Source: an optimization exercise on an open RTL-to-GDS flow (aim: small area, a short achievable clock period and few clock cycles per item). Production flows keep margins and buffers that such runs may drop.
Where RTL was checked, it was by simulation tests only, not by an equivalence proof against the original.

==> run a: inputs <==
## led_cube_node_to_coordinate_unit
module led_cube_node_to_coordinate_unit (
  input  wire logic        clk_i,
  input  wire logic        rst_ni,
  input  wire logic        start_i,
  output logic             busy_o,
  input  wire logic [17:0] node_index_i,
  output logic             done_o,
  output logic [5:0]       voxel_x_o,
  output logic [5:0]       voxel_y_o,
  output logic [5:0]       voxel_z_o,
  output logic             index_out_of_range_o,
  input  wire logic        cfg_we_i,
  input  wire logic [2:0]  cfg_idx_i,
  input  wire logic [6:0]  cfg_data_i
);
  logic [5:0] wdim_q, hdim_q, ddim_q;
  logic [2:0] corner_q, style_q;
  logic [1:0] sstyle_q;
  logic       layer_q;
  logic [5:0] dim_wr;
  logic [2:0] style_wr;
  assign dim_wr   = (cfg_data_i == 7'd0) ? 6'd0 : (cfg_data_i > 7'd64) ? 6'd63 : 6'(cfg_data_i - 7'd1);
  assign style_wr = (cfg_data_i[2:1] == 2'b11) ? 3'd0 : cfg_data_i[2:0];
  always_ff @(posedge clk_i or negedge rst_ni) begin
    if (!rst_ni) begin
      wdim_q   <= 6'd0;
      hdim_q   <= 6'd0;
      ddim_q   <= 6'd0;
      corner_q <= 3'd0;
      style_q  <= 3'd0;
      sstyle_q <= 2'd0;
      layer_q  <= 1'b0;
    end else if (cfg_we_i) begin
      case (cfg_idx_i)
        3'd0: wdim_q   <= dim_wr;
        3'd1: hdim_q   <= dim_wr;
        3'd2: ddim_q   <= dim_wr;
        3'd3: corner_q <= cfg_data_i[2:0];
        3'd4: style_q  <= style_wr;
        3'd5: sstyle_q <= (cfg_data_i[1:0] == 2'd3) ? 2'd0 : cfg_data_i[1:0];
        3'd6: layer_q  <= cfg_data_i[0];
        default: ;
      endcase
    end
  end
  function automatic logic [5:0] orient(input logic [5:0] i);
    logic [5:0] e;
    case (i)
      {3'd0, 3'd0}: e = {3'd3, 1'b0, 1'b0, 1'b0};
      {3'd0, 3'd1}: e = {3'd2, 1'b0, 1'b0, 1'b0};
      {3'd0, 3'd2}: e = {3'd5, 1'b0, 1'b0, 1'b0};
      {3'd0, 3'd3}: e = {3'd0, 1'b0, 1'b0, 1'b0};
      {3'd0, 3'd4}: e = {3'd1, 1'b0, 1'b0, 1'b0};
      {3'd0, 3'd5}: e = {3'd4, 1'b0, 1'b0, 1'b0};
      {3'd1, 3'd0}: e = {3'd3, 1'b1, 1'b0, 1'b0};
      {3'd1, 3'd1}: e = {3'd2, 1'b0, 1'b1, 1'b0};
      {3'd1, 3'd2}: e = {3'd5, 1'b1, 1'b0, 1'b0};
  ...
export LEC_CHECK = 0
export ABC_AREA = 1
export CAP_MARGIN = 20
export CORE_MARGIN = 2
export CORE_UTILIZATION = 40
export CTS_CLUSTER_DIAMETER = 120
export CTS_CLUSTER_SIZE = 24
export SETUP_SLACK_MARGIN = 3.3
export SLEW_MARGIN = 20
export TNS_END_PERCENT = 0
create_clock -name core_clock -period 5.5 [get_ports {clk_i}]
standard.sh (not shown) runs the stock make flow with config.mk's settings and CLKGATE_MAP_FILE= SYNTH_SCRIPT=/design/flow/synth_recipe.tcl, a recipe that flattens the netlist after the stock synthesis.
==> flow/flow/run.sh <==
#!/bin/bash
# The standard layout, with the port buffers made of sky130_fd_sc_hd__buf_2 cells instead of
# the delay-buffer cells the resizer picks by default.
set -euo pipefail
bash standard.sh BUFFER_PORTS_ARGS="-buffer_cell sky130_fd_sc_hd__buf_2" finish > standard_make.log 2>&1
==> inputs of run b, as changes to run a <==
--- a/flow/design.v
+++ b/flow/design.v
@@ -96,23 +96,26 @@
       {3'd7, 3'd3}: e = {3'd0, 1'b1, 1'b1, 1'b1};
       {3'd7, 3'd4}: e = {3'd1, 1'b1, 1'b0, 1'b1};
       {3'd7, 3'd5}: e = {3'd4, 1'b1, 1'b0, 1'b0};
       default: e = 6'd0;
     endcase
     orient = e;
   endfunction
   logic [5:0] oe;
+  logic [2:0] pm_q;
+  logic [5:0] oe_c;
+  assign oe_c = orient({corner_q, style_q});
   logic [5:0] w_m1_d, h_m1_d, d_m1_d;
   logic [8:0] sel_c;
   logic [5:0] w_m1_q, h_m1_q, d_m1_q;
   logic [2:0] refl_c;
   logic       zig_c, alt_c, rev_layer_c, revx_c;
   always_comb begin
-    oe = orient({corner_q, style_q});
+    oe = {pm_q, oe_c[2:0]};
     case (oe[5:3])
       3'd0: begin w_m1_d = wdim_q; h_m1_d = hdim_q; d_m1_d = ddim_q; end
       3'd1: begin w_m1_d = wdim_q; h_m1_d = ddim_q; d_m1_d = hdim_q; end
       3'd2: begin w_m1_d = hdim_q; h_m1_d = wdim_q; d_m1_d = ddim_q; end
       3'd3: begin w_m1_d = hdim_q; h_m1_d = ddim_q; d_m1_d = wdim_q; end
       3'd4: begin w_m1_d = ddim_q; h_m1_d = wdim_q; d_m1_d = hdim_q; end
       3'd5: begin w_m1_d = ddim_q; h_m1_d = hdim_q; d_m1_d = wdim_q; end
       default: begin w_m1_d = wdim_q; h_m1_d = hdim_q; d_m1_d = ddim_q; end
@@ -128,16 +131,17 @@
     endcase
     refl_c      = oe[2:0];
     zig_c       = (sstyle_q == 2'd0);
     alt_c       = (sstyle_q == 2'd2);
     rev_layer_c = !layer_q;
     revx_c      = !layer_q && !h_m1_q[0];
   end
   always_ff @(posedge clk_i) begin
+    pm_q   <= oe_c[5:3];
     w_m1_q <= w_m1_d;
     h_m1_q <= h_m1_d;
     d_m1_q <= d_m1_d;
   end
   function automatic logic [6:0] dstep(input logic [5:0] r, input logic b, input logic [5:0] m);
     logic [6:0] t;
     logic [7:0] bw;
     logic       ge;
CORE_UTILIZATION = 60   (was 40)
PLACE_DENSITY = 0.7   (was not set)
SETUP_SLACK_MARGIN = 3.35   (was 3.3)
TNS_END_PERCENT = not set   (was 0)
==> inputs of run c, as changes to run a <==
--- a/flow/design.v
+++ b/flow/design.v
@@ -96,23 +96,26 @@
       {3'd7, 3'd3}: e = {3'd0, 1'b1, 1'b1, 1'b1};
       {3'd7, 3'd4}: e = {3'd1, 1'b1, 1'b0, 1'b1};
       {3'd7, 3'd5}: e = {3'd4, 1'b1, 1'b0, 1'b0};
       default: e = 6'd0;
     endcase
     orient = e;
   endfunction
   logic [5:0] oe;
+  logic [2:0] pm_q;
+  logic [5:0] oe_c;
+  assign oe_c = orient({corner_q, style_q});
   logic [5:0] w_m1_d, h_m1_d, d_m1_d;
   logic [8:0] sel_c;
   logic [5:0] w_m1_q, h_m1_q, d_m1_q;
   logic [2:0] refl_c;
   logic       zig_c, alt_c, rev_layer_c, revx_c;
   always_comb begin
-    oe = orient({corner_q, style_q});
+    oe = {pm_q, oe_c[2:0]};
     case (oe[5:3])
       3'd0: begin w_m1_d = wdim_q; h_m1_d = hdim_q; d_m1_d = ddim_q; end
       3'd1: begin w_m1_d = wdim_q; h_m1_d = ddim_q; d_m1_d = hdim_q; end
       3'd2: begin w_m1_d = hdim_q; h_m1_d = wdim_q; d_m1_d = ddim_q; end
       3'd3: begin w_m1_d = hdim_q; h_m1_d = ddim_q; d_m1_d = wdim_q; end
       3'd4: begin w_m1_d = ddim_q; h_m1_d = wdim_q; d_m1_d = hdim_q; end
       3'd5: begin w_m1_d = ddim_q; h_m1_d = hdim_q; d_m1_d = wdim_q; end
       default: begin w_m1_d = wdim_q; h_m1_d = hdim_q; d_m1_d = ddim_q; end
@@ -128,16 +131,17 @@
     endcase
     refl_c      = oe[2:0];
     zig_c       = (sstyle_q == 2'd0);
     alt_c       = (sstyle_q == 2'd2);
     rev_layer_c = !layer_q;
     revx_c      = !layer_q && !h_m1_q[0];
   end
   always_ff @(posedge clk_i) begin
+    pm_q   <= oe_c[5:3];
     w_m1_q <= w_m1_d;
     h_m1_q <= h_m1_d;
     d_m1_q <= d_m1_d;
   end
   function automatic logic [6:0] dstep(input logic [5:0] r, input logic b, input logic [5:0] m);
     logic [6:0] t;
     logic [7:0] bw;
     logic       ge;
CTS_CLUSTER_DIAMETER = 150   (was 120)
CTS_CLUSTER_SIZE = 30   (was 24)
SETUP_SLACK_MARGIN = 3.35   (was 3.3)
TNS_END_PERCENT = not set   (was 0)
==> inputs of run d, as changes to run a <==
--- a/flow/design.v
+++ b/flow/design.v
@@ -96,23 +96,26 @@
       {3'd7, 3'd3}: e = {3'd0, 1'b1, 1'b1, 1'b1};
       {3'd7, 3'd4}: e = {3'd1, 1'b1, 1'b0, 1'b1};
       {3'd7, 3'd5}: e = {3'd4, 1'b1, 1'b0, 1'b0};
       default: e = 6'd0;
     endcase
     orient = e;
   endfunction
   logic [5:0] oe;
+  logic [2:0] pm_q;
+  logic [5:0] oe_c;
+  assign oe_c = orient({corner_q, style_q});
   logic [5:0] w_m1_d, h_m1_d, d_m1_d;
   logic [8:0] sel_c;
   logic [5:0] w_m1_q, h_m1_q, d_m1_q;
   logic [2:0] refl_c;
   logic       zig_c, alt_c, rev_layer_c, revx_c;
   always_comb begin
-    oe = orient({corner_q, style_q});
+    oe = {pm_q, oe_c[2:0]};
     case (oe[5:3])
       3'd0: begin w_m1_d = wdim_q; h_m1_d = hdim_q; d_m1_d = ddim_q; end
       3'd1: begin w_m1_d = wdim_q; h_m1_d = ddim_q; d_m1_d = hdim_q; end
       3'd2: begin w_m1_d = hdim_q; h_m1_d = wdim_q; d_m1_d = ddim_q; end
       3'd3: begin w_m1_d = hdim_q; h_m1_d = ddim_q; d_m1_d = wdim_q; end
       3'd4: begin w_m1_d = ddim_q; h_m1_d = wdim_q; d_m1_d = hdim_q; end
       3'd5: begin w_m1_d = ddim_q; h_m1_d = hdim_q; d_m1_d = wdim_q; end
       default: begin w_m1_d = wdim_q; h_m1_d = hdim_q; d_m1_d = ddim_q; end
@@ -128,16 +131,17 @@
     endcase
     refl_c      = oe[2:0];
     zig_c       = (sstyle_q == 2'd0);
     alt_c       = (sstyle_q == 2'd2);
     rev_layer_c = !layer_q;
     revx_c      = !layer_q && !h_m1_q[0];
   end
   always_ff @(posedge clk_i) begin
+    pm_q   <= oe_c[5:3];
     w_m1_q <= w_m1_d;
     h_m1_q <= h_m1_d;
     d_m1_q <= d_m1_d;
   end
   function automatic logic [6:0] dstep(input logic [5:0] r, input logic b, input logic [5:0] m);
     logic [6:0] t;
     logic [7:0] bw;
     logic       ge;
GPL_TIMING_DRIVEN = 0   (was not set)
==> notes.md <==
Run d finished clean. Run a ran to the end with no violations. Run b completed with no timing, DRC or antenna violations. Run c finished clean. Between run c and run d, the lower design area is in run d (gap about 1.8%, measured against run d). Setup slack: run a < run d < run c < run b. Core utilization: run c is lower than run b (22 points). The highest first-iteration DRC count belongs to run a, the lowest to run d.
Testbench counts of run b, summed over its fixed seeds: cycles 32,448, items 32,000.
Testbench counts of run c, summed over its fixed seeds: cycles 32,448, items 32,000.
Testbench counts of run d, summed over its fixed seeds: cycles 32,448, items 32,000.
For run a, only the layout was checked, not whether the RTL still works.

static timing again, ports no longer ideal:
Ports are ideal in the flow. The routed layouts listed here were re-timed in OpenROAD.
Step 1 assumes that a clkbuf_16 drives the clock port and a buf_2 every other input.
Step 2 also shifts input and output timing later by t, the mid clock arrival at the registers, as if the neighbouring blocks saw the same clock.
Three values: ideal ports, drivers, drivers and shift; two values: the first two.
| run | t, ns | setup slack, ns | hold WS [ns] | worst setup path at the end | worst register clock-pin slew, ns |
|---|---|---|---|---|---|
| run a | 0.570 | 3.362 / 3.327 / 2.865 | 0.319 / 0.319 / 0.319 | input to register | 0.10 / 0.10 |
| run b | 0.549 | 3.408 / 3.356 / 2.929 | 0.320 / 0.320 / 0.320 | input to register | 0.10 / 0.10 |
| run c | 0.555 | 3.381 / 3.328 / 2.933 | 0.303 / 0.303 / 0.303 | input to register | 0.12 / 0.12 |
| run d | 0.571 | 3.378 / 3.327 / 2.888 | 0.321 / 0.321 / 0.321 | input to register | 0.10 / 0.10 |
After both steps setup and hold are still met in every run listed. For run a, which loses most, drivers alone change the setup slack by -0.035 ns; drivers and shift together by -0.497 ns.
